This design comes from an exercise in tuning for small area, a short achievable clock period and few clock cycles per item on the open sky130 flow, not from production work.
Where RTL was checked, it was by simulation tests only, not by an equivalence proof against the original.
The RTL of run 2 was laid out without a check of its function.
Power and IR drop assume default switching activity.

## flow/design.v (module list and top-level ports; edited modules follow where they fit)
// module csa_multiplier: 1713 lines
module csa_multiplier (
    input  logic        clk,
    input  logic        rst_n,
    input  logic        in_valid,
    input  logic [15:0] x,
    input  logic [15:0] y,
    output logic        out_valid,
    output logic [31:0] product
);
  // ...
==> flow/flow/run.sh <==
#!/bin/bash
# Own layout flow: the standard layout with two changes.
# 1. Synthesis: Yosys's synth runs with -noabc, so its early "abc -fast" pass
#    does not re-map the hand-written full/half adders before extract_fa maps
#    them to the library's fa/ha cells (no inverters between adders).
# 2. Port buffers: buffer_ports still gives every input and output port a
#    buffer, but uses the plain buffer named below instead of the delay cell
#    it picks by default.
# Everything else is the standard flow (standard.sh, ORFS make targets).
set -euo pipefail
here=$(pwd)
sed 's/yosys synth -nofsm -noshare /yosys synth -nofsm -noshare -noabc /' synth_recipe.tcl > noabc_synth.tcl
grep -q -- "-noabc" noabc_synth.tcl
export BUFFER_PORTS_ARGS="-buffer_cell sky130_fd_sc_hd__buf_2"
bash standard.sh SYNTH_SCRIPT="$here/noabc_synth.tcl" finish > "$here/flow_make.log" 2>&1
==> flow/standard.sh <==
#!/bin/bash
# synth_recipe.tcl (not shown) runs the flow's synth.tcl, then flattens the netlist and writes it again
# the make line also repeats each setting of config.mk as NAME=value (left out here)
make -C /OpenROAD-flow-scripts/flow DESIGN_CONFIG=/design/flow/config.mk WORK_HOME=/design/flow/orfs CLKGATE_MAP_FILE= SYNTH_SCRIPT=/design/flow/synth_recipe.tcl "${@:-finish}"
==> flow/config.mk <==
export PLATFORM = sky130hd
export DESIGN_NAME = csa_multiplier
export DESIGN_NICKNAME = csa_multiplier
export VERILOG_FILES = /design/flow/design.v
export SDC_FILE = /design/flow/constraint.sdc
export NUM_CORES = 4
export LEC_CHECK = 0
export CAP_MARGIN = 20
export CORE_MARGIN = 2
export CORE_UTILIZATION = 40
export CTS_CLUSTER_DIAMETER = 80
export CTS_CLUSTER_SIZE = 24
export SETUP_SLACK_MARGIN = 4.3
export SLEW_MARGIN = 20
==> flow/constraint.sdc <==
create_clock -name core_clock -period 6.5 [get_ports {clk}]
set_input_delay 1.3000 -clock core_clock [delete_from_list [all_inputs] [get_ports {clk}]]
set_output_delay 1.3000 -clock core_clock [all_outputs]
set_load 0.01 [all_outputs]
==> summary.md, run 1 <==
| Metric | Value |
|---|---|
| Max VDD drop | about 0.19 mV |
| Least-Margin Pin Slew | 626.3 ps |
| Sequential share of power | 39.8% |
| Register area share after synthesis | between 40% and 50% |
| Most flop-heavy register | pr |
| Post-synth top flop | dfxtp_1 |
| Adder-cell area share of the yosys netlist | between 20% and 30% |
| Yosys cell types | 48 |
| Worst path required time | roughly 6900 ps |
| Synth Area in XOR/XNOR | 13.25% |
| Share of layout cells above drive strength 1 | 16.82% |
| Slowest stage delay, CP | between 400 and 500 ps |
| Vias in the first global route | 7,277 |
| DIE AREA | approximately 30,000 um^2 |
| CTS Hold Bufs | 0 |
| Clock-cell share | about 3.5% |
| Initial DRC Count | ~540 |
| Slowest-stage cell, CP | fa_1 |
| Largest net degree at the start of global routing | 35 |
| Crit. End Element | flip-flop |
| Synth Area in Compound Gates | between 10% and 20% |
| Total GRT Usage | 15.87% |
| Seq group | between 2 and 2.5 mW |
| Mapped Area | about 11,000 um^2 |
| Max FO, Critical Path | 2 |
| Post-DP HPWL | about 17,000 um |
| Status | timing/DRC/antenna clean |
| Critical Path Sink | t2_g16 |
| Avg Cell Area, Syn | between 10 and 15 um^2 |
| Worst-path cell chain | fa_2 > fa_2 > fa_1 > ha_1 > a21o_1 |
| Global-route wire length before repair | around 39,000 um |
| Filler cell count | 2,589 |
| Critical path arrival | approximately 2600 ps |
| Crit share post-route | 34.49% |
| Non-CTS inverters | 36 |
| Met2 Routed Length | approximately 10,000 um |
| GP Congestion | slightly below 0.9 |
| Largest family of logic cells by synthesized area | adder cells |
| Async S/R FF share, synth | 0% |
| Combinational share of power | ~45% |
| Worst skew pair latency | 500 ps |
| Core Footprint | about 28,000 um^2 |
Testbench counts, summed over its fixed seeds: cycles 12,024, items 12,000.
==> run 2, diff against run 1 <==
--- a/flow/design.v
+++ b/flow/design.v
@@ -1433,281 +1433,415 @@
     logic P2_28;
     assign P2_28 = t2_p28 & t2_p27;
     logic P2_29;
     assign P2_29 = t2_p29 & t2_p28;
     logic P2_30;
     assign P2_30 = t2_p30 & t2_p29;
     logic P2_31;
     assign P2_31 = t2_p31 & t2_p30;
+    logic pg1_2_g;
+    assign pg1_2_g = P2_2 & t2_g0;
+    logic pg1_2_p;
+    assign pg1_2_p = P2_2 & t2_p0;
     logic pg1_3_g;
     assign pg1_3_g = P2_3 & t2_g1;
     logic pg1_3_p;
     assign pg1_3_p = P2_3 & P2_1;
+    logic pg1_4_p;
+    assign pg1_4_p = P2_4 & P2_2;
     logic pg1_5_p;
     assign pg1_5_p = P2_5 & P2_3;
+    logic pg1_6_g;
+    assign pg1_6_g = t2_g6 | (P2_6 & t2_g4);
+    logic pg1_6_p;
+    assign pg1_6_p = P2_6 & P2_4;
     logic pg1_7_g;
     assign pg1_7_g = t2_g7 | (P2_7 & t2_g5);
     logic pg1_7_p;
     assign pg1_7_p = P2_7 & P2_5;
+    logic pg1_8_g;
+    assign pg1_8_g = t2_g8 | (P2_8 & t2_g6);
+    logic pg1_8_p;
+    assign pg1_8_p = P2_8 & P2_6;
     logic pg1_9_g;
     assign pg1_9_g = t2_g9 | (P2_9 & t2_g7);
     logic pg1_9_p;
     assign pg1_9_p = P2_9 & P2_7;
+    logic pg1_10_g;
+    assign pg1_10_g = t2_g10 | (P2_10 & t2_g8);
+    logic pg1_10_p;
+    assign pg1_10_p = P2_10 & P2_8;
     logic pg1_11_g;
     assign pg1_11_g = t2_g11 | (P2_11 & t2_g9);
     logic pg1_11_p;
     assign pg1_11_p = P2_11 & P2_9;
+    logic pg1_12_g;
+    assign pg1_12_g = t2_g12 | (P2_12 & t2_g10);
+    logic pg1_12_p;
+    assign pg1_12_p = P2_12 & P2_10;
     logic pg1_13_g;
     assign pg1_13_g = t2_g13 | (P2_13 & t2_g11);
     logic pg1_13_p;
     assign pg1_13_p = P2_13 & P2_11;
+    logic pg1_14_g;
+    assign pg1_14_g = t2_g14 | (P2_14 & t2_g12);
+    logic pg1_14_p;
+    assign pg1_14_p = P2_14 & P2_12;
     logic pg1_15_g;
     assign pg1_15_g = t2_g15 | (P2_15 & t2_g13);
     logic pg1_15_p;
     assign pg1_15_p = P2_15 & P2_13;
+    logic pg1_16_g;
+    assign pg1_16_g = t2_g16 | (P2_16 & t2_g14);
+    logic pg1_16_p;
+    assign pg1_16_p = P2_16 & P2_14;
     logic pg1_17_g;
     assign pg1_17_g = t2_g17 | (P2_17 & t2_g15);
     logic pg1_17_p;
     assign pg1_17_p = P2_17 & P2_15;
+    logic pg1_18_g;
+    assign pg1_18_g = t2_g18 | (P2_18 & t2_g16);
+    logic pg1_18_p;
+    assign pg1_18_p = P2_18 & P2_16;
     logic pg1_19_g;
     assign pg1_19_g = t2_g19 | (P2_19 & t2_g17);
     logic pg1_19_p;
     assign pg1_19_p = P2_19 & P2_17;
+    logic pg1_20_g;
+    assign pg1_20_g = t2_g20 | (P2_20 & t2_g18);
+    logic pg1_20_p;
+    assign pg1_20_p = P2_20 & P2_18;
     logic pg1_21_g;
     assign pg1_21_g = t2_g21 | (P2_21 & t2_g19);
     logic pg1_21_p;
     assign pg1_21_p = P2_21 & P2_19;
+    logic pg1_22_g;
+    assign pg1_22_g = t2_g22 | (P2_22 & t2_g20);
+    logic pg1_22_p;
+    assign pg1_22_p = P2_22 & P2_20;
     logic pg1_23_g;
     assign pg1_23_g = t2_g23 | (P2_23 & t2_g21);
     logic pg1_23_p;
     assign pg1_23_p = P2_23 & P2_21;
+    logic pg1_24_g;
+    assign pg1_24_g = t2_g24 | (P2_24 & t2_g22);
+    logic pg1_24_p;
+    assign pg1_24_p = P2_24 & P2_22;
     logic pg1_25_g;
     assign pg1_25_g = t2_g25 | (P2_25 & t2_g23);
     logic pg1_25_p;
     assign pg1_25_p = P2_25 & P2_23;
+    logic pg1_26_g;
+    assign pg1_26_g = t2_g26 | (P2_26 & t2_g24);
+    logic pg1_26_p;
+    assign pg1_26_p = P2_26 & P2_24;
     logic pg1_27_g;
     assign pg1_27_g = t2_g27 | (P2_27 & t2_g25);
     logic pg1_27_p;
     assign pg1_27_p = P2_27 & P2_25;
+    logic pg1_28_g;
+    assign pg1_28_g = t2_g28 | (P2_28 & t2_g26);
+    logic pg1_28_p;
+    assign pg1_28_p = P2_28 & P2_26;
     logic pg1_29_g;
     assign pg1_29_g = t2_g29 | (P2_29 & t2_g27);
     logic pg1_29_p;
     assign pg1_29_p = P2_29 & P2_27;
+    logic pg1_30_g;
+    assign pg1_30_g = t2_g30 | (P2_30 & t2_g28);
+    logic pg1_30_p;
+    assign pg1_30_p = P2_30 & P2_28;
+    logic pg2_4_g;
+    assign pg2_4_g = t2_g4 | (pg1_4_p & t2_g0);
+    logic pg2_4_p;
+    assign pg2_4_p = pg1_4_p & t2_p0;
     logic pg2_5_g;
     assign pg2_5_g = t2_g5 | (pg1_5_p & t2_g1);
     logic pg2_5_p;
     assign pg2_5_p = pg1_5_p & P2_1;
+    logic pg2_6_g;
+    assign pg2_6_g = pg1_6_g | (pg1_6_p & pg1_2_g);
+    logic pg2_6_p;
+    assign pg2_6_p = pg1_6_p & pg1_2_p;
     logic pg2_7_g;
     assign pg2_7_g = pg1_7_g | (pg1_7_p & pg1_3_g);
     logic pg2_7_p;
     assign pg2_7_p = pg1_7_p & pg1_3_p;
+    logic pg2_8_g;
+    assign pg2_8_g = pg1_8_g | (pg1_8_p & t2_g4);
+    logic pg2_8_p;
+    assign pg2_8_p = pg1_8_p & pg1_4_p;
     logic pg2_9_g;
     assign pg2_9_g = pg1_9_g | (pg1_9_p & t2_g5);
     logic pg2_9_p;
     assign pg2_9_p = pg1_9_p & pg1_5_p;
+    logic pg2_10_g;
+    assign pg2_10_g = pg1_10_g | (pg1_10_p & pg1_6_g);
+    logic pg2_10_p;
+    assign pg2_10_p = pg1_10_p & pg1_6_p;
     logic pg2_11_g;
     assign pg2_11_g = pg1_11_g | (pg1_11_p & pg1_7_g);
     logic pg2_11_p;
     assign pg2_11_p = pg1_11_p & pg1_7_p;
+    logic pg2_12_g;
+    assign pg2_12_g = pg1_12_g | (pg1_12_p & pg1_8_g);
+    logic pg2_12_p;
+    assign pg2_12_p = pg1_12_p & pg1_8_p;
     logic pg2_13_g;
     assign pg2_13_g = pg1_13_g | (pg1_13_p & pg1_9_g);
     logic pg2_13_p;
     assign pg2_13_p = pg1_13_p & pg1_9_p;
+    logic pg2_14_g;
+    assign pg2_14_g = pg1_14_g | (pg1_14_p & pg1_10_g);
+    logic pg2_14_p;
+    assign pg2_14_p = pg1_14_p & pg1_10_p;
     logic pg2_15_g;
     assign pg2_15_g = pg1_15_g | (pg1_15_p & pg1_11_g);
     logic pg2_15_p;
     assign pg2_15_p = pg1_15_p & pg1_11_p;
+    logic pg2_16_g;
+    assign pg2_16_g = pg1_16_g | (pg1_16_p & pg1_12_g);
+    logic pg2_16_p;
+    assign pg2_16_p = pg1_16_p & pg1_12_p;
     logic pg2_17_g;
     assign pg2_17_g = pg1_17_g | (pg1_17_p & pg1_13_g);
     logic pg2_17_p;
     assign pg2_17_p = pg1_17_p & pg1_13_p;
+    logic pg2_18_g;
+    assign pg2_18_g = pg1_18_g | (pg1_18_p & pg1_14_g);
+    logic pg2_18_p;
+    assign pg2_18_p = pg1_18_p & pg1_14_p;
     logic pg2_19_g;
     assign pg2_19_g = pg1_19_g | (pg1_19_p & pg1_15_g);
     logic pg2_19_p;
     assign pg2_19_p = pg1_19_p & pg1_15_p;
+    logic pg2_20_g;
+    assign pg2_20_g = pg1_20_g | (pg1_20_p & pg1_16_g);
+    logic pg2_20_p;
+    assign pg2_20_p = pg1_20_p & pg1_16_p;
     logic pg2_21_g;
     assign pg2_21_g = pg1_21_g | (pg1_21_p & pg1_17_g);
     logic pg2_21_p;
     assign pg2_21_p = pg1_21_p & pg1_17_p;
+    logic pg2_22_g;
+    assign pg2_22_g = pg1_22_g | (pg1_22_p & pg1_18_g);
+    logic pg2_22_p;
+    assign pg2_22_p = pg1_22_p & pg1_18_p;
     logic pg2_23_g;
     assign pg2_23_g = pg1_23_g | (pg1_23_p & pg1_19_g);
     logic pg2_23_p;
     assign pg2_23_p = pg1_23_p & pg1_19_p;
+    logic pg2_24_g;
+    assign pg2_24_g = pg1_24_g | (pg1_24_p & pg1_20_g);
+    logic pg2_24_p;
+    assign pg2_24_p = pg1_24_p & pg1_20_p;
     logic pg2_25_g;
     assign pg2_25_g = pg1_25_g | (pg1_25_p & pg1_21_g);
     logic pg2_25_p;
     assign pg2_25_p = pg1_25_p & pg1_21_p;
+    logic pg2_26_g;
+    assign pg2_26_g = pg1_26_g | (pg1_26_p & pg1_22_g);
+    logic pg2_26_p;
+    assign pg2_26_p = pg1_26_p & pg1_22_p;
     logic pg2_27_g;
     assign pg2_27_g = pg1_27_g | (pg1_27_p & pg1_23_g);
     logic pg2_27_p;
     assign pg2_27_p = pg1_27_p & pg1_23_p;
+    logic pg2_28_g;
+    assign pg2_28_g = pg1_28_g | (pg1_28_p & pg1_24_g);
+    logic pg2_28_p;
+    assign pg2_28_p = pg1_28_p & pg1_24_p;
     logic pg2_29_g;
     assign pg2_29_g = pg1_29_g | (pg1_29_p & pg1_25_g);
     logic pg2_29_p;
     assign pg2_29_p = pg1_29_p & pg1_25_p;
+    logic pg2_30_g;
+    assign pg2_30_g = pg1_30_g | (pg1_30_p & pg1_26_g);
+    logic pg2_30_p;
+    assign pg2_30_p = pg1_30_p & pg1_26_p;
+    logic pg3_8_g;
+    assign pg3_8_g = pg2_8_g | (pg2_8_p & t2_g0);
+    logic pg3_8_p;
+    assign pg3_8_p = pg2_8_p & t2_p0;
     logic pg3_9_g;
     assign pg3_9_g = pg2_9_g | (pg2_9_p & t2_g1);
     logic pg3_9_p;
     assign pg3_9_p = pg2_9_p & P2_1;
+    logic pg3_10_g;
+    assign pg3_10_g = pg2_10_g | (pg2_10_p & pg1_2_g);
+    logic pg3_10_p;
+    assign pg3_10_p = pg2_10_p & pg1_2_p;
     logic pg3_11_g;
     assign pg3_11_g = pg2_11_g | (pg2_11_p & pg1_3_g);
     logic pg3_11_p;
     assign pg3_11_p = pg2_11_p & pg1_3_p;
+    logic pg3_12_g;
+    assign pg3_12_g = pg2_12_g | (pg2_12_p & pg2_4_g);
+    logic pg3_12_p;
+    assign pg3_12_p = pg2_12_p & pg2_4_p;
     logic pg3_13_g;
     assign pg3_13_g = pg2_13_g | (pg2_13_p & pg2_5_g);
     logic pg3_13_p;
     assign pg3_13_p = pg2_13_p & pg2_5_p;
+    logic pg3_14_g;
+    assign pg3_14_g = pg2_14_g | (pg2_14_p & pg2_6_g);
+    logic pg3_14_p;
+    assign pg3_14_p = pg2_14_p & pg2_6_p;
     logic pg3_15_g;
     assign pg3_15_g = pg2_15_g | (pg2_15_p & pg2_7_g);
     logic pg3_15_p;
     assign pg3_15_p = pg2_15_p & pg2_7_p;
+    logic pg3_16_g;
+    assign pg3_16_g = pg2_16_g | (pg2_16_p & pg2_8_g);
+    logic pg3_16_p;
+    assign pg3_16_p = pg2_16_p & pg2_8_p;
     logic pg3_17_g;
     assign pg3_17_g = pg2_17_g | (pg2_17_p & pg2_9_g);
     logic pg3_17_p;
     assign pg3_17_p = pg2_17_p & pg2_9_p;
+    logic pg3_18_g;
+    assign pg3_18_g = pg2_18_g | (pg2_18_p & pg2_10_g);
+    logic pg3_18_p;
+    assign pg3_18_p = pg2_18_p & pg2_10_p;
     logic pg3_19_g;
     assign pg3_19_g = pg2_19_g | (pg2_19_p & pg2_11_g);
     logic pg3_19_p;
     assign pg3_19_p = pg2_19_p & pg2_11_p;
+    logic pg3_20_g;
+    assign pg3_20_g = pg2_20_g | (pg2_20_p & pg2_12_g);
+    logic pg3_20_p;
+    assign pg3_20_p = pg2_20_p & pg2_12_p;
     logic pg3_21_g;
     assign pg3_21_g = pg2_21_g | (pg2_21_p & pg2_13_g);
     logic pg3_21_p;
     assign pg3_21_p = pg2_21_p & pg2_13_p;
+    logic pg3_22_g;
+    assign pg3_22_g = pg2_22_g | (pg2_22_p & pg2_14_g);
+    logic pg3_22_p;
+    assign pg3_22_p = pg2_22_p & pg2_14_p;
     logic pg3_23_g;
     assign pg3_23_g = pg2_23_g | (pg2_23_p & pg2_15_g);
     logic pg3_23_p;
     assign pg3_23_p = pg2_23_p & pg2_15_p;
+    logic pg3_24_g;
+    assign pg3_24_g = pg2_24_g | (pg2_24_p & pg2_16_g);
+    logic pg3_24_p;
+    assign pg3_24_p = pg2_24_p & pg2_16_p;
     logic pg3_25_g;
     assign pg3_25_g = pg2_25_g | (pg2_25_p & pg2_17_g);
     logic pg3_25_p;
     assign pg3_25_p = pg2_25_p & pg2_17_p;
+    logic pg3_26_g;
+    assign pg3_26_g = pg2_26_g | (pg2_26_p & pg2_18_g);
+    logic pg3_26_p;
+    assign pg3_26_p = pg2_26_p & pg2_18_p;
     logic pg3_27_g;
     assign pg3_27_g = pg2_27_g | (pg2_27_p & pg2_19_g);
     logic pg3_27_p;
     assign pg3_27_p = pg2_27_p & pg2_19_p;
+    logic pg3_28_g;
+    assign pg3_28_g = pg2_28_g | (pg2_28_p & pg2_20_g);
+    logic pg3_28_p;
+    assign pg3_28_p = pg2_28_p & pg2_20_p;
     logic pg3_29_g;
     assign pg3_29_g = pg2_29_g | (pg2_29_p & pg2_21_g);
     logic pg3_29_p;
     assign pg3_29_p = pg2_29_p & pg2_21_p;
+    logic pg3_30_g;
+    assign pg3_30_g = pg2_30_g | (pg2_30_p & pg2_22_g);
+    logic pg3_30_p;
+    assign pg3_30_p = pg2_30_p & pg2_22_p;
+    logic pg4_16_g;
+    assign pg4_16_g = pg3_16_g | (pg3_16_p & t2_g0);
+    logic pg4_16_p;
+    assign pg4_16_p = pg3_16_p & t2_p0;
     logic pg4_17_g;
     assign pg4_17_g = pg3_17_g | (pg3_17_p & t2_g1);
     logic pg4_17_p;
     assign pg4_17_p = pg3_17_p & P2_1;
+    logic pg4_18_g;
+    assign pg4_18_g = pg3_18_g | (pg3_18_p & pg1_2_g);
+    logic pg4_18_p;
+    assign pg4_18_p = pg3_18_p & pg1_2_p;
     logic pg4_19_g;
     assign pg4_19_g = pg3_19_g | (pg3_19_p & pg1_3_g);
     logic pg4_19_p;
     assign pg4_19_p = pg3_19_p & pg1_3_p;
+    logic pg4_20_g;
+    assign pg4_20_g = pg3_20_g | (pg3_20_p & pg2_4_g);
+    logic pg4_20_p;
+    assign pg4_20_p = pg3_20_p & pg2_4_p;
     logic pg4_21_g;
     assign pg4_21_g = pg3_21_g | (pg3_21_p & pg2_5_g);
     logic pg4_21_p;
     assign pg4_21_p = pg3_21_p & pg2_5_p;
+    logic pg4_22_g;
+    assign pg4_22_g = pg3_22_g | (pg3_22_p & pg2_6_g);
+    logic pg4_22_p;
+    assign pg4_22_p = pg3_22_p & pg2_6_p;
     logic pg4_23_g;
     assign pg4_23_g = pg3_23_g | (pg3_23_p & pg2_7_g);
     logic pg4_23_p;
     assign pg4_23_p = pg3_23_p & pg2_7_p;
+    logic pg4_24_g;
+    assign pg4_24_g = pg3_24_g | (pg3_24_p & pg3_8_g);
+    logic pg4_24_p;
+    assign pg4_24_p = pg3_24_p & pg3_8_p;
     logic pg4_25_g;
     assign pg4_25_g = pg3_25_g | (pg3_25_p & pg3_9_g);
     logic pg4_25_p;
     assign pg4_25_p = pg3_25_p & pg3_9_p;
+    logic pg4_26_g;
+    assign pg4_26_g = pg3_26_g | (pg3_26_p & pg3_10_g);
+    logic pg4_26_p;
+    assign pg4_26_p = pg3_26_p & pg3_10_p;
     logic pg4_27_g;
     assign pg4_27_g = pg3_27_g | (pg3_27_p & pg3_11_g);
     logic pg4_27_p;
     assign pg4_27_p = pg3_27_p & pg3_11_p;
+    logic pg4_28_g;
+    assign pg4_28_g = pg3_28_g | (pg3_28_p & pg3_12_g);
+    logic pg4_28_p;
+    assign pg4_28_p = pg3_28_p & pg3_12_p;
     logic pg4_29_g;
     assign pg4_29_g = pg3_29_g | (pg3_29_p & pg3_13_g);
     logic pg4_29_p;
     assign pg4_29_p = pg3_29_p & pg3_13_p;
-    logic pg5_2_g;
-    assign pg5_2_g = P2_2 & t2_g1;
-    logic pg5_2_p;
-    assign pg5_2_p = P2_2 & P2_1;
-    logic pg5_4_g;
-    assign pg5_4_g = t2_g4 | (P2_4 & pg1_3_g);
-    logic pg5_4_p;
-    assign pg5_4_p = P2_4 & pg1_3_p;
-    logic pg5_6_g;
-    assign pg5_6_g = t2_g6 | (P2_6 & pg2_5_g);
-    logic pg5_6_p;
-    assign pg5_6_p = P2_6 & pg2_5_p;
-    logic pg5_8_g;
-    assign pg5_8_g = t2_g8 | (P2_8 & pg2_7_g);
-    logic pg5_8_p;
-    assign pg5_8_p = P2_8 & pg2_7_p;
-    logic pg5_10_g;
-    assign pg5_10_g = t2_g10 | (P2_10 & pg3_9_g);
-    logic pg5_10_p;
-    assign pg5_10_p = P2_10 & pg3_9_p;
-    logic pg5_12_g;
-    assign pg5_12_g = t2_g12 | (P2_12 & pg3_11_g);
-    logic pg5_12_p;
-    assign pg5_12_p = P2_12 & pg3_11_p;
-    logic pg5_14_g;
-    assign pg5_14_g = t2_g14 | (P2_14 & pg3_13_g);
-    logic pg5_14_p;
-    assign pg5_14_p = P2_14 & pg3_13_p;
-    logic pg5_16_g;
-    assign pg5_16_g = t2_g16 | (P2_16 & pg3_15_g);
-    logic pg5_16_p;
-    assign pg5_16_p = P2_16 & pg3_15_p;
-    logic pg5_18_g;
-    assign pg5_18_g = t2_g18 | (P2_18 & pg4_17_g);
-    logic pg5_18_p;
-    assign pg5_18_p = P2_18 & pg4_17_p;
-    logic pg5_20_g;
-    assign pg5_20_g = t2_g20 | (P2_20 & pg4_19_g);
-    logic pg5_20_p;
-    assign pg5_20_p = P2_20 & pg4_19_p;
-    logic pg5_22_g;
-    assign pg5_22_g = t2_g22 | (P2_22 & pg4_21_g);
-    logic pg5_22_p;
-    assign pg5_22_p = P2_22 & pg4_21_p;
-    logic pg5_24_g;
-    assign pg5_24_g = t2_g24 | (P2_24 & pg4_23_g);
-    logic pg5_24_p;
-    assign pg5_24_p = P2_24 & pg4_23_p;
-    logic pg5_26_g;
-    assign pg5_26_g = t2_g26 | (P2_26 & pg4_25_g);
-    logic pg5_26_p;
-    assign pg5_26_p = P2_26 & pg4_25_p;
-    logic pg5_28_g;
-    assign pg5_28_g = t2_g28 | (P2_28 & pg4_27_g);
-    logic pg5_28_p;
-    assign pg5_28_p = P2_28 & pg4_27_p;
-    logic pg5_30_g;
-    assign pg5_30_g = t2_g30 | (P2_30 & pg4_29_g);
-    logic pg5_30_p;
-    assign pg5_30_p = P2_30 & pg4_29_p;
+    logic pg4_30_g;
+    assign pg4_30_g = pg3_30_g | (pg3_30_p & pg3_14_g);
+    logic pg4_30_p;
+    assign pg4_30_p = pg3_30_p & pg3_14_p;
     assign sum[0] = t2_p0;
     assign sum[1] = t2_p1 ^ t2_g0;
     assign sum[2] = t2_p2 ^ t2_g1;
-    assign sum[3] = t2_p3 ^ pg5_2_g;
+    assign sum[3] = t2_p3 ^ pg1_2_g;
     assign sum[4] = t2_p4 ^ pg1_3_g;
-    assign sum[5] = t2_p5 ^ pg5_4_g;
+    assign sum[5] = t2_p5 ^ pg2_4_g;
     assign sum[6] = t2_p6 ^ pg2_5_g;
-    assign sum[7] = t2_p7 ^ pg5_6_g;
+    assign sum[7] = t2_p7 ^ pg2_6_g;
     assign sum[8] = t2_p8 ^ pg2_7_g;
-    assign sum[9] = t2_p9 ^ pg5_8_g;
+    assign sum[9] = t2_p9 ^ pg3_8_g;
     assign sum[10] = t2_p10 ^ pg3_9_g;
-    assign sum[11] = t2_p11 ^ pg5_10_g;
+    assign sum[11] = t2_p11 ^ pg3_10_g;
     assign sum[12] = t2_p12 ^ pg3_11_g;
-    assign sum[13] = t2_p13 ^ pg5_12_g;
+    assign sum[13] = t2_p13 ^ pg3_12_g;
     assign sum[14] = t2_p14 ^ pg3_13_g;
-    assign sum[15] = t2_p15 ^ pg5_14_g;
+    assign sum[15] = t2_p15 ^ pg3_14_g;
     assign sum[16] = t2_p16 ^ pg3_15_g;
-    assign sum[17] = t2_p17 ^ pg5_16_g;
+    assign sum[17] = t2_p17 ^ pg4_16_g;
     assign sum[18] = t2_p18 ^ pg4_17_g;
-    assign sum[19] = t2_p19 ^ pg5_18_g;
+    assign sum[19] = t2_p19 ^ pg4_18_g;
     assign sum[20] = t2_p20 ^ pg4_19_g;
-    assign sum[21] = t2_p21 ^ pg5_20_g;
+    assign sum[21] = t2_p21 ^ pg4_20_g;
     assign sum[22] = t2_p22 ^ pg4_21_g;
-    assign sum[23] = t2_p23 ^ pg5_22_g;
+    assign sum[23] = t2_p23 ^ pg4_22_g;
     assign sum[24] = t2_p24 ^ pg4_23_g;
-    assign sum[25] = t2_p25 ^ pg5_24_g;
+    assign sum[25] = t2_p25 ^ pg4_24_g;
     assign sum[26] = t2_p26 ^ pg4_25_g;
-    assign sum[27] = t2_p27 ^ pg5_26_g;
+    assign sum[27] = t2_p27 ^ pg4_26_g;
     assign sum[28] = t2_p28 ^ pg4_27_g;
-    assign sum[29] = t2_p29 ^ pg5_28_g;
+    assign sum[29] = t2_p29 ^ pg4_28_g;
     assign sum[30] = t2_p30 ^ pg4_29_g;
-    assign sum[31] = t2_p31 ^ pg5_30_g;
+    assign sum[31] = t2_p31 ^ pg4_30_g;
     always_ff @(posedge clk) pr <= sum;
     assign product = pr;
 endmodule
--- a/flow/flow/run.sh
+++ b/flow/flow/run.sh
@@ -6,10 +6,10 @@
 # 2. Port buffers: buffer_ports still gives every input and output port a
 #    buffer, but uses the plain buffer named below instead of the delay cell
 #    it picks by default.
 # Everything else is the standard flow (standard.sh, ORFS make targets).
 set -euo pipefail
 here=$(pwd)
 sed 's/yosys synth -nofsm -noshare /yosys synth -nofsm -noshare -noabc /' synth_recipe.tcl > noabc_synth.tcl
 grep -q -- "-noabc" noabc_synth.tcl
-export BUFFER_PORTS_ARGS="-buffer_cell sky130_fd_sc_hd__buf_2"
+export BUFFER_PORTS_ARGS="-buffer_cell sky130_fd_sc_hd__buf_1"
 bash standard.sh SYNTH_SCRIPT="$here/noabc_synth.tcl" finish > "$here/flow_make.log" 2>&1
==> summary.md, run 2 <==
| Metric | Value |
|---|---|
| CTS tree | built (unchanged) |
| Synth top area cells | dfxtp_1 (40%), fa_1 (18%), xnor2_1 (11%) (unchanged) |
| Global-route wire length before repair | 39,920 um (was 38,570 um) |
| Worst-path cell chain | fa_2 > fa_1 > fa_1 > ha_4 > a21o_1 (was fa_2 > fa_2 > fa_1 > ha_1 > a21o_1) |
| Most common cell after layout, fill and taps aside | dfxtp_1 (unchanged) |
| Synth top area share | 40.17% (was 40.49%) |
| Post-Route WL | 24,570 um (was 23,570 um) |
| Leakage | 5.068 nW (was 5.165 nW) |
| Post-synthesis mux area share | 0% (unchanged) |
| Vias in the first global route | 7,187 (was 7,277) |
| Most common cell in the netlist | dfxtp_1 (unchanged) |
| Synth Area in XOR/XNOR | 13.37% (was 13.25%) |
| Die height | 173.3 um (was 172.6 um) |
| Fin nets | 1,202 (was 1,195) |
| # DRC | 0 (unchanged) |
| Post-synth top area cell | dfxtp_1 (unchanged) |
| Avg Cell Area, Syn | 11.47 um^2 (was 11.46 um^2) |
| # port buffers | 67 (unchanged) |
| Startpoint Class | flip-flop (unchanged) |
| Max FO, Critical Path | 2 (unchanged) |
| Largest family of logic cells by synthesized area | adder cells (unchanged) |
| Drt wl/cell | 17.71 um (was 17.04 um) |
| Via count | 7,016 (was 6,949) |
| Status | timing/DRC/antenna clean (unchanged) |
| Setup TNS Final | 0 ps (unchanged) |
| Total GRT Usage | 16.51% (was 15.87%) |
| Worst Setup Path Type | flip-flop to flip-flop (unchanged) |
| Vias per cell | 5.058 (was 5.025) |
| Yosys cell types | 43 (was 48) |
| Max reg flops | 32 (unchanged) |
| Initial antenna violation count | 1 (was 0) |
| Max-slew violations | 0 (unchanged) |
| Row Count | 61 (unchanged) |
| Initial Util | 40.92% (was 40.82%) |
| Synth Area in Compound Gates | 13.62% (was 13.42%) |
| Post-detailed-route count of antenna-violating nets | 0 (unchanged) |
| Syn Nets | 1,196 (was 1,189) |
| CTS buffer count | 15 (was 14) |
| Largest net degree at the start of global routing | 35 (unchanged) |
| Final hold vios | 0 (unchanged) |
| Fin util | 45.16% (was 45.24%) |
| EDFF count, synth | 0 (unchanged) |
| Diode count | 0 (unchanged) |
| Root Driver | clkbuf_16 (unchanged) |
| IO Pins | 68 (unchanged) |
| Async S/R FF share, synth | 0% (unchanged) |
| Longest Clk Path Bufs | 3 (unchanged) |
| Register area share after synthesis | 40.17% (was 40.49%) |
| Post-Synth Simple-Gate Area | 4.290% (was 4.082%) |
| Worst-path clk slew | 90 ps (was 100 ps) |
| Slowest-stage cell, CP | fa_1 (unchanged) |
| Initial DRC Count | 458 (was 543) |
| Hold_ws | 332.2 ps (was 334.0 ps) |
| Slew headroom | 59.69% (was 58.25%) |
| Most flop-heavy register | pr (unchanged) |
| # setup viols final | 0 (unchanged) |
| Max VDD drop | 0.2622 mV (was 0.1882 mV) |
| Post-synth top flop | dfxtp_1 (unchanged) |
| Filler cell count | 2,626 (was 2,589) |
| Worst hold path class | flip-flop to flip-flop (unchanged) |
| DIE AREA | 30,020 um^2 (was 29,790 um^2) |
| Share of layout cells above drive strength 1 | 13.58% (was 16.82%) |
| Worst path required time | 6890 ps (about the same) |
| Fin crit period | 2258 ps (was 2242 ps) |
| Reg2Reg Setup Slack | 4240 ps (was 4260 ps) |
| Post-DP HPWL | 17,250 um (was 16,670 um) |
| Synth cell count leaders | dfxtp_1 (230), xnor2_1 (139), a22oi_1 (120) (was dfxtp_1 (230), xnor2_1 (138), a22oi_1 (120)) |
| Die width | 173.3 um (was 172.6 um) |
| Cells after Synth | 999 (was 992) |
| Skew final | 13.29 ps (was 34.94 ps) |
| Core Footprint | 28,010 um^2 (was 27,860 um^2) |
| Top flop regs | pr (32), xr (16) (unchanged) |
| Synth Register Bits | 230 (unchanged) |
| CP dominant cell by count | fa_1 (was fa_2) |
| Critical path arrival | 2650 ps (was 2630 ps) |
| Area Overhead vs Synth | 10.36% (was 10.83%) |
| Fmax | 442.8 MHz (was 446.1 MHz) |
| Adder-cell area share of the yosys netlist | 24.56% (was 24.76%) |
| RSZ-0062 raised after global routing | true (unchanged) |
| Crit share post-route | 34.74% (was 34.49%) |
| GP Congestion | 0.8536 (was 0.8691) |
| DRT Pass-1 Iters | 5 (was 6) |
| Mapped Area | 11,460 um^2 (was 11,370 um^2) |
| Synth Warn # | 1 (unchanged) |
| CTS sink count | 230 (unchanged) |
| Power Dens Cells | 504.9 nW/um^2 (was 487.9 nW/um^2) |
| Worst skew pair latency | 490 ps (was 500 ps) |
| Most frequent cells in the layout | dfxtp_1 (186), xnor2_1 (139), a22oi_1 (120), fa_1 (96), nand2_1 (60) (was dfxtp_1 (178), xnor2_1 (138), a22oi_1 (120), fa_1 (97), nand2_1 (61)) |
| Max Cap Viol | 0 (unchanged) |
| Crit. End Element | flip-flop (unchanged) |
| H-tree Lvls | 1 (unchanged) |
| Total grt overflow | 0 (unchanged) |
| Least-Margin Pin Slew | 604.6 ps (was 626.3 ps) |
| Slowest stage delay, CP | 580 ps (was 480 ps) |
-- run 2: where the power goes --
part / total (mW) / switching [mW] / internal [mW] / leakage, nW
combinational: 2.94 / 1.42 / 1.52 / 2.90
sequential: 2.45 / 0.435 / 2.02 / 1.94
clock: 0.988 / 0.508 / 0.480 / 0.231
-- run 2: area by class of cell --
type / count / area (um^2) / area share [%]
clock buffers: 15 / 375.4 / 2.968
flip-flops and latches: 230 / 4672 / 36.94
inverters: 35 / 131.4 / 1.039
clock inverters: 6 / 100.1 / 0.7914
multi-input cells: 650 / 6499 / 51.38
repair buffers: 73 / 397.9 / 3.146
well taps: 378 / 473.0 / 3.739
-- run 2: final timing paths --
path,startpoint,endpoint,cells past startpoint
min reg2reg,t2_p0,pr[0],0
max,t1_c15_0,t2_g16,5
max reg2reg,t1_c15_0,t2_g16,5
min,t2_p0,pr[0],0
-- run 2: cell families after synthesis --
| family | count (synthesis) |
|---|---|
| compound gates | 202 |
| xor+xnor | 175 |
| fa+ha+maj | 162 |
| buf+inv | 119 |
| flops | 230 |
| simple gates | 111 |
-- run 2: critical path, delay by kind of cell, from the launching register on --
kind                     cells  cell delay [ps]
AO/OA/AOI/OAI                1              170
flip-flops                   1              330
adder cells (fa/ha/maj)      4             1670
-- run 2: repair_timing --
action                                 CTS  global route
setup endpoints to repair               97            50
gates resized for setup                 71            35
pin swaps                                0             6
buffers inserted                         0             0
hold buffers                             0             0
endpoints found under the hold margin    0             0
-- run 2: layer usage --
layer	wire length (um)	global-route usage (%)	vias to the layer above
li1	-	-	3356
met1	12030	24.23	3401
met2	10540	25.35	224
met3	1520	2.697	35
met4	471	4.202	0
met5	0	0	-
-- run 2: per-stage QoR --
stage | total power, mW | area (um^2) | instances | worst slack [ps]
after detailed placement | 5.077 | 11910 | 1366 | 3874
after CTS | 6.137 | 12480 | 1387 | 4235
final | 6.386 | 12650 | 1387 | 4242
after global routing | 7.026 | 12650 | 1387 | 4197
after floorplan | 4.297 | 11490 | 999 | 4285
after global placement | 5.025 | 11910 | 1366 | 3911

==> re-timing with driven ports <==
The results above use ideal ports. As a check the final layouts listed here were re-extracted and re-timed, cells and wires unchanged.
Step 1 (the two cells are an assumption about what drives the block):
set clk [get_ports {clk}]
set_driving_cell -lib_cell sky130_fd_sc_hd__clkbuf_16 $clk
set_driving_cell -lib_cell sky130_fd_sc_hd__buf_2 [delete_from_list [all_inputs] $clk]
Step 2 times the ports against the registers' clock, not the clock port: input delays grow and output delays shrink by t, the midpoint of the rising clock arrivals with the driver on.
Three values: ideal, step 1, step 2; two values: the first two.
run	t (ns)	setup slack, ns	hold WS [ns]	worst register clock-pin slew, ns	worst data-port slew with drivers (ns)
run 1	0.526	4.258 / 4.224 / 4.258	0.334 / 0.334 / 0.334	0.10 / 0.10	0.03
run 2	0.528	4.242 / 4.229 / 4.242	0.332 / 0.332 / 0.332	0.09 / 0.09	0.04
After both steps setup and hold are still met in every run listed.
